This is an optimization exercise on Yosys and OpenROAD, whose aim is small area, a short achievable clock period and few clock cycles per item, not a production implementation.
No activity file was given, so power comes from the tool's default toggle rates.

== 01-02 ==
==> module prefix_add, before the edit <==
module prefix_add #(
  parameter int W = 32
) (
  input  logic [W-1:0] a,
  input  logic [W-1:0] b,
  output logic [W-1:0] sum
);
  localparam int L = $clog2(W);
  logic [W-1:0] g [L+1];
  logic [W-1:0] p [L+1];
  always_comb begin
    g[0] = a & b;
    p[0] = a ^ b;
    for (int l = 0; l < L; l++) begin
      for (int i = 0; i < W; i++) begin
        if (i >= (1 << l)) begin
          g[l+1][i] = g[l][i] | (p[l][i] & g[l][i - (1 << l)]);
          p[l+1][i] = p[l][i] & p[l][i - (1 << l)];
        end else begin
          g[l+1][i] = g[l][i];
          p[l+1][i] = p[l][i];
        end
      end
    end
    sum[0] = p[0][0];
    for (int i = 1; i < W; i++) sum[i] = p[0][i] ^ g[L][i-1];
  end
endmodule
==> module reg_file, before the edit <==
module reg_file (
  input  logic                 clk,
  input  logic                 rst_n,
  input  logic                 wr_en,
  input  logic [2:0]           wr_dest,
  input  logic [32-1:0]   wr_data,
  input  logic [8-2:0] rd_sel_d,
  input  logic                 fwd_d,
  output logic [32-1:0]   rd_data,
  input  logic [2:0]           dbg_sel,
  output logic [32-1:0]   dbg_data
);
  logic [32-1:0]   regs [1:8-1];
  logic [8-2:0] fresh;
  logic [8-2:0] fresh_d;
  logic [8-2:0] wr_oh;
  logic [8-2:0] rd_sel;
  logic                 rd_fresh;
  logic [8-2:0] dbg_oh;
  always_comb begin
    for (int i = 1; i < 8; i++) wr_oh[i-1] = wr_en && (wr_dest == 3'(i));
    fresh_d = rst_n ? (fresh & ~wr_oh) : '1;
  end
  always_ff @(posedge clk) begin
    fresh    <= fresh_d;
    rd_sel   <= fwd_d ? '0 : (rd_sel_d & ~fresh_d);
    rd_fresh <= !fwd_d && |(rd_sel_d & fresh_d);
  end
  always_comb begin
    rd_data = 32'(1) & {32{rd_fresh}};
    for (int i = 1; i < 8; i++) rd_data |= rd_sel[i-1] ? regs[i] : '0;
  end
  always_comb begin
    for (int i = 1; i < 8; i++) dbg_oh[i-1] = (dbg_sel == 3'(i));
    dbg_data = 32'(1) & {32{|(dbg_oh & fresh)}};
    for (int i = 1; i < 8; i++) dbg_data |= (dbg_oh[i-1] && !fresh[i-1]) ? regs[i] : '0;
  end
  always_ff @(posedge clk) begin
    for (int i = 1; i < 8; i++) begin
      if (wr_oh[i-1]) regs[i] <= wr_data;
    end
  end
endmodule
==> module issue_ctrl, before the edit <==
module issue_ctrl (
  input  logic                 clk,
  input  logic                 rst_n,
  input  logic                 instr_req,
  input  logic [11:0]          instr,
  output logic                 instr_ack,
  output logic [8-2:0] rd_sel_d,
  output logic                 step_a,
  output logic                 step_b,
  output logic [2:0]           wr_dest,
  output logic                 fwd_d
);
  localparam logic [2:0] OP_ADDF = 3'b011;
  logic       req_q;
  logic       new_req;
  logic [2:0] b_q;
  logic [8-2:0] a_oh;
  logic [8-2:0] b_oh;
  always_comb begin
    for (int i = 1; i < 8; i++) begin
      a_oh[i-1] = (instr[5:3] == 3'(i));
      b_oh[i-1] = (b_q == 3'(i));
    end
  end
  assign instr_ack = instr_req;
  assign new_req   = instr_req && !req_q;
  always_ff @(posedge clk) req_q <= instr_req;
  always_ff @(posedge clk) begin
    if (!rst_n) begin
      step_a <= 1'b0;
      step_b <= 1'b0;
    end else begin
      step_a <= new_req && (instr[11:9] == OP_ADDF);
      step_b <= step_a;
    end
  end
  always_ff @(posedge clk) begin
    if (new_req) begin
      b_q     <= instr[2:0];
      wr_dest <= instr[8:6];
    end
  end
  assign rd_sel_d = new_req ? a_oh : b_oh;
  assign fwd_d = new_req && step_b && (instr[5:3] == wr_dest) && (wr_dest != '0);
endmodule
clock: 5.0 ns
lec_check: 0
cap_margin: 20
core_margin: 2
core_utilization: 60
setup_slack_margin: 1.5
slew_margin: 20
standard.sh (not shown) runs the stock make flow with config.mk's settings and CLKGATE_MAP_FILE= SYNTH_SCRIPT=/design/flow/synth_recipe.tcl, a recipe that flattens the netlist after the stock synthesis.
==> flow/flow/run.sh <==
#!/bin/bash
# The standard layout with two changes: plain buffers (buf_1) on the ports
# in place of the delay cells that buffer_ports picks by default, and a clock
# tree built from larger sink clusters without dummy balancing loads.
# Each tool's output is kept in standard_flow.log here and in ORFS's own logs
# under orfs/logs.
set -euo pipefail
export BUFFER_PORTS_ARGS="-buffer_cell sky130_fd_sc_hd__buf_1"
export CTS_ARGS="-sink_clustering_enable -repair_clock_nets -dont_use_dummy_load -sink_clustering_size 30 -sink_clustering_max_diameter 150"
bash standard.sh > standard_flow.log 2>&1
Here is what was changed in the inputs of 01-05 compared with 01-02.
-- flow/design.v --
<<< 01-02, line 46
    for (int l = 0; l < L; l++) begin
      for (int i = 0; i < W; i++) begin
        if (i >= (1 << l)) begin
          g[l+1][i] = g[l][i] | (p[l][i] & g[l][i - (1 << l)]);
          p[l+1][i] = p[l][i] & p[l][i - (1 << l)];
        end else begin
          g[l+1][i] = g[l][i];
>>> 01-05, line 46
    for (int l = 0; l < L; l++) begin
      for (int i = 0; i < W; i++) begin
        if ((i >> l) & 1) begin
          g[l+1][i] = g[l][i] | (p[l][i] & g[l][((i >> l) << l) - 1]);
          p[l+1][i] = p[l][i] & p[l][((i >> l) << l) - 1];
        end else begin
          g[l+1][i] = g[l][i];
<<< 01-02, line 75
);
  logic [32-1:0]   regs [1:8-1];
  logic [8-2:0] fresh;
  logic [8-2:0] fresh_d;
  logic [8-2:0] wr_oh;
  logic [8-2:0] rd_sel;
  logic                 rd_fresh;
  logic [8-2:0] dbg_oh;
  always_comb begin
    for (int i = 1; i < 8; i++) wr_oh[i-1] = wr_en && (wr_dest == 3'(i));
    fresh_d = rst_n ? (fresh & ~wr_oh) : '1;
  end
  always_ff @(posedge clk) begin
    fresh    <= fresh_d;
    rd_sel   <= fwd_d ? '0 : (rd_sel_d & ~fresh_d);
    rd_fresh <= !fwd_d && |(rd_sel_d & fresh_d);
  end
  always_comb begin
    rd_data = 32'(1) & {32{rd_fresh}};
    for (int i = 1; i < 8; i++) rd_data |= rd_sel[i-1] ? regs[i] : '0;
  end
  always_comb begin
    for (int i = 1; i < 8; i++) dbg_oh[i-1] = (dbg_sel == 3'(i));
    dbg_data = 32'(1) & {32{|(dbg_oh & fresh)}};
    for (int i = 1; i < 8; i++) dbg_data |= (dbg_oh[i-1] && !fresh[i-1]) ? regs[i] : '0;
  end
  always_ff @(posedge clk) begin
    for (int i = 1; i < 8; i++) begin
      if (wr_oh[i-1]) regs[i] <= wr_data;
    end
  end
>>> 01-05, line 75
);
  logic [32-1:0]   regs [1:8-1];
  logic [32-1:0]   wd;
  logic [8-2:0] rd_sel;
  logic [8-2:0] dbg_oh;
  always_ff @(posedge clk) begin
    rd_sel <= fwd_d ? '0 : rd_sel_d;
  end
  always_comb begin
    rd_data = '0;
    for (int i = 1; i < 8; i++) rd_data |= rd_sel[i-1] ? regs[i] : '0;
  end
  always_comb begin
    for (int i = 1; i < 8; i++) dbg_oh[i-1] = (dbg_sel == 3'(i));
    dbg_data = '0;
    for (int i = 1; i < 8; i++) dbg_data |= dbg_oh[i-1] ? regs[i] : '0;
  end
  assign wd = rst_n ? wr_data : 32'(1);
  always_ff @(posedge clk) begin
    for (int i = 1; i < 8; i++) begin
      if (!rst_n || (wr_en && wr_dest == 3'(i))) regs[i] <= wd;
    end
  end
<<< 01-02, line 144
    end
  end
  always_ff @(posedge clk) begin
    if (new_req) begin
      b_q     <= instr[2:0];
      wr_dest <= instr[8:6];
    end
  end
  assign rd_sel_d = new_req ? a_oh : b_oh;
>>> 01-05, line 136
    end
  end
  always_ff @(posedge clk) b_q <= instr[2:0];
  always_ff @(posedge clk) begin
    if (new_req) wr_dest <= instr[8:6];
  end
  assign rd_sel_d = new_req ? a_oh : b_oh;
Findings:
Between 01-02 and 01-05, count of inverters not on the clock network in the layout decreased. 01-05 ends up with a number of ordinary and repair buffers in the finished layout that is 24 higher than in 01-02. Footprint of the flip-flops and latches ended up 2.4% lower on 01-05 than on 01-02. Cmp 01-05 vs 01-02: maximum number of pins on one net before global-route repair higher in 01-05. In 01-05 the CTS sink count turned out 2.8% lower than in 01-02. NOTE: maximum clock rate in 01-05 exceeds that of 01-02. Summary of 01-05 over 01-02: die outline area rose about 1%, worst setup slack saw an increase. Against 01-02, power consumed by sequential cells in 01-05 rose by more than 10%.
Function was not checked in any run of this note: the RTL went through the layout flow alone.

========
Another version of the RTL of tomasulo_core (not shown whole).
Size in the first run: roughly 850 cells after synthesis, roughly 280 flip-flops, ~87 I/O pins.
==> module add_unit, before the edit <==
module add_unit (
  input  logic               clk,
  input  logic               rst_n,
  input  logic               step_b,
  input  logic [2:0]         wr_dest,
  input  logic [32-1:0] rd_data,
  output logic [32-1:0] sum,
  output logic               cdb_valid,
  output logic [2:0]         cdb_dest,
  output logic [32-1:0] cdb_data
);
  logic [32-1:0] acc_q;
  prefix_add #(.W(32)) adder_inst (
    .a   (step_b ? acc_q : '0),
    .b   (rd_data),
    .sum (sum)
  );
  always_ff @(posedge clk) begin
    acc_q    <= sum;
    cdb_dest <= wr_dest;
  end
  always_ff @(posedge clk) begin
    if (!rst_n) cdb_valid <= 1'b0;
    else cdb_valid <= step_b;
  end
  assign cdb_data = acc_q;
endmodule
==> module reg_file, before the edit <==
module reg_file (
  input  logic                 clk,
  input  logic                 rst_n,
  input  logic                 wr_en,
  input  logic [2:0]           wr_dest,
  input  logic [32-1:0]   wr_data,
  input  logic [8-2:0] rd_sel_d,
  output logic [32-1:0]   rd_data,
  input  logic [2:0]           dbg_sel,
  output logic [32-1:0]   dbg_data
);
  logic [32-1:0]   regs [1:8-1];
  logic [8-2:0] fresh;
  logic [8-2:0] fresh_d;
  logic [8-2:0] wr_oh;
  logic [8-2:0] rd_sel;
  logic                 rd_fresh;
  logic [8-2:0] dbg_oh;
  always_comb begin
    for (int i = 1; i < 8; i++) wr_oh[i-1] = wr_en && (wr_dest == 3'(i));
    fresh_d = rst_n ? (fresh & ~wr_oh) : '1;
  end
  always_ff @(posedge clk) begin
    fresh    <= fresh_d;
    rd_sel   <= rd_sel_d & ~fresh_d;
    rd_fresh <= |(rd_sel_d & fresh_d);
  end
  always_comb begin
    rd_data = 32'(1) & {32{rd_fresh}};
    for (int i = 1; i < 8; i++) rd_data |= rd_sel[i-1] ? regs[i] : '0;
  end
  always_comb begin
    for (int i = 1; i < 8; i++) dbg_oh[i-1] = (dbg_sel == 3'(i));
    dbg_data = 32'(1) & {32{|(dbg_oh & fresh)}};
    for (int i = 1; i < 8; i++) dbg_data |= (dbg_oh[i-1] && !fresh[i-1]) ? regs[i] : '0;
  end
  always_ff @(posedge clk) begin
    for (int i = 1; i < 8; i++) begin
      if (wr_oh[i-1]) regs[i] <= wr_data;
    end
  end
endmodule
==> module issue_ctrl, before the edit <==
module issue_ctrl (
  input  logic                 clk,
  input  logic                 rst_n,
  input  logic                 instr_req,
  input  logic [11:0]          instr,
  output logic                 instr_ack,
  output logic [8-2:0] rd_sel_d,
  output logic                 step_a,
  output logic                 step_b,
  output logic [2:0]           wr_dest
);
  localparam logic [2:0] OP_ADDF = 3'b011;
  logic       req_q;
  logic       new_req;
  logic [2:0] b_q;
  logic [8-2:0] a_oh;
  logic [8-2:0] b_oh;
  always_comb begin
    for (int i = 1; i < 8; i++) begin
      a_oh[i-1] = (instr[5:3] == 3'(i));
      b_oh[i-1] = (b_q == 3'(i));
    end
  end
  assign instr_ack = instr_req;
  assign new_req   = instr_req && !req_q;
  always_ff @(posedge clk) req_q <= instr_req;
  always_ff @(posedge clk) begin
    if (!rst_n) begin
      step_a <= 1'b0;
      step_b <= 1'b0;
    end else begin
      step_a <= new_req && (instr[11:9] == OP_ADDF);
      step_b <= step_a;
    end
  end
  always_ff @(posedge clk) begin
    if (new_req) begin
      b_q     <= instr[2:0];
      wr_dest <= instr[8:6];
    end
  end
  assign rd_sel_d = new_req ? a_oh : b_oh;
endmodule
==> module tomasulo_core, before the edit <==
module tomasulo_core (
  input  logic               clk,
  input  logic               rst_n,
  input  logic               instr_req,
  input  logic [11:0]        instr,
  output logic               instr_ack,
  output logic               cdb_valid,
  output logic [2:0]         cdb_dest,
  output logic [32-1:0] cdb_data,
  input  logic [2:0]         dbg_sel,
  output logic [32-1:0] dbg_data
);
  logic [8-2:0] rd_sel_d;
  logic [32-1:0] rd_data;
  logic               step_a;
  logic               step_b;
  logic [2:0]         wr_dest;
  logic [32-1:0] sum;
  issue_ctrl issue_ctrl_inst (
    .clk       (clk),
    .rst_n     (rst_n),
    .instr_req (instr_req),
    .instr     (instr),
    .instr_ack (instr_ack),
    .rd_sel_d  (rd_sel_d),
    .step_a    (step_a),
    .step_b    (step_b),
    .wr_dest   (wr_dest)
  );
  reg_file reg_file_inst (
    .clk      (clk),
    .rst_n    (rst_n),
    .wr_en    (step_b),
    .wr_dest  (wr_dest),
    .wr_data  (sum),
    .rd_sel_d (rd_sel_d),
    .rd_data  (rd_data),
    .dbg_sel  (dbg_sel),
    .dbg_data (dbg_data)
  );
  add_unit add_unit_inst (
    .clk       (clk),
    .rst_n     (rst_n),
    .step_b    (step_b),
    .wr_dest   (wr_dest),
    .rd_data   (rd_data),
    .sum       (sum),
    .cdb_valid (cdb_valid),
    .cdb_dest  (cdb_dest),
    .cdb_data  (cdb_data)
  );
endmodule
export LEC_CHECK = 0
export CAP_MARGIN = 20
export CORE_MARGIN = 2
export CORE_UTILIZATION = 60
export SETUP_SLACK_MARGIN = 1.5
export SLEW_MARGIN = 20
create_clock -name core_clock -period 5.0 [get_ports {clk}]
Scripts as last shown in full above: flow/flow/run.sh
The baseline completed without violations.
Edit:
--- a/flow/design.v
+++ b/flow/design.v
@@ -5,7 +5,7 @@
   input  logic               rst_n,
   input  logic               step_b,
+  input  logic               fwd_d,
   input  logic [2:0]         wr_dest,
   input  logic [32-1:0] rd_data,
-  output logic [32-1:0] sum,
   output logic               cdb_valid,
   output logic [2:0]         cdb_dest,
@@ -13,6 +13,9 @@
 );
   logic [32-1:0] acc_q;
+  logic [32-1:0] sum;
+  logic               fwd_q;
+  always_ff @(posedge clk) fwd_q <= fwd_d;
   prefix_add #(.W(32)) adder_inst (
-    .a   (step_b ? acc_q : '0),
+    .a   ((step_b || fwd_q) ? acc_q : '0),
     .b   (rd_data),
     .sum (sum)
@@ -66,4 +69,5 @@
   input  logic [32-1:0]   wr_data,
   input  logic [8-2:0] rd_sel_d,
+  input  logic                 fwd_d,
   output logic [32-1:0]   rd_data,
   input  logic [2:0]           dbg_sel,
@@ -83,6 +87,6 @@
   always_ff @(posedge clk) begin
     fresh    <= fresh_d;
-    rd_sel   <= rd_sel_d & ~fresh_d;
-    rd_fresh <= |(rd_sel_d & fresh_d);
+    rd_sel   <= fwd_d ? '0 : (rd_sel_d & ~fresh_d);
+    rd_fresh <= !fwd_d && |(rd_sel_d & fresh_d);
   end
   always_comb begin
@@ -113,5 +117,6 @@
   output logic                 step_a,
   output logic                 step_b,
-  output logic [2:0]           wr_dest
+  output logic [2:0]           wr_dest,
+  output logic                 fwd_d
 );
   localparam logic [2:0] OP_ADDF = 3'b011;
@@ -139,11 +144,10 @@
     end
   end
-  always_ff @(posedge clk) begin
-    if (new_req) begin
-      b_q     <= instr[2:0];
-      wr_dest <= instr[8:6];
-    end
+  always_ff @(posedge clk) b_q <= instr[2:0];
+  always_ff @(posedge clk) begin
+    if (new_req) wr_dest <= instr[8:6];
   end
   assign rd_sel_d = new_req ? a_oh : b_oh;
+  assign fwd_d = new_req && step_b && (instr[5:3] == wr_dest) && (wr_dest != '0);
 endmodule
 `default_nettype wire
@@ -167,5 +171,5 @@
   logic               step_b;
   logic [2:0]         wr_dest;
-  logic [32-1:0] sum;
+  logic               fwd_d;
   issue_ctrl issue_ctrl_inst (
     .clk       (clk),
@@ -177,13 +181,15 @@
     .step_a    (step_a),
     .step_b    (step_b),
-    .wr_dest   (wr_dest)
+    .wr_dest   (wr_dest),
+    .fwd_d     (fwd_d)
   );
   reg_file reg_file_inst (
     .clk      (clk),
     .rst_n    (rst_n),
-    .wr_en    (step_b),
-    .wr_dest  (wr_dest),
-    .wr_data  (sum),
+    .wr_en    (cdb_valid),
+    .wr_dest  (cdb_dest),
+    .wr_data  (cdb_data),
     .rd_sel_d (rd_sel_d),
+    .fwd_d    (fwd_d),
     .rd_data  (rd_data),
     .dbg_sel  (dbg_sel),
@@ -194,7 +200,7 @@
     .rst_n     (rst_n),
     .step_b    (step_b),
+    .fwd_d     (fwd_d),
     .wr_dest   (wr_dest),
     .rd_data   (rd_data),
-    .sum       (sum),
     .cdb_valid (cdb_valid),
     .cdb_dest  (cdb_dest),
Outcome: Total power went up by 0.34%; sequential cell count went up by 1; die area went up by 0.52%; worst setup slack improved by 0.093 ns; routed wire length went down by 2.6%.
Function was not checked in any run of this note: the RTL went through the layout flow alone.

==> separate check: timing with driven ports <==
No port has a modelled driver above. Below, the same layouts with a new extraction and two added sets of constraints. Step 1: set_driving_cell puts a clkbuf_16 on clk and a buf_2 on each other input, an assumption about the parent block. Step 2 also shifts input and output timing later by t, the mid clock arrival at the registers, as if the neighbouring blocks saw the same clock. Three values: ideal ports, drivers, drivers and shift; two values: the first two.
| run | t (ns) | setup WS [ns] | hold WS [ns] |
|---|---|---|---|
| 01-02 | 0.516 | 1.480 / 1.457 / 1.457 | 0.414 / 0.414 / 0.414 |
| 01-05 | 0.508 | 1.522 / 1.496 / 1.496 | 0.358 / 0.358 / 0.358 |
| the first run of note 2 | 0.516 | 1.457 / 1.457 / 1.457 | 0.446 / 0.446 / 0.446 |
| the second run of note 2 | 0.518 | 1.550 / 1.550 / 1.550 | 0.427 / 0.427 / 0.427 |
After both steps every run listed still meets setup and hold. For 01-05, which loses most, drivers alone change the setup slack by -0.026 ns; drivers and shift together by -0.026 ns.
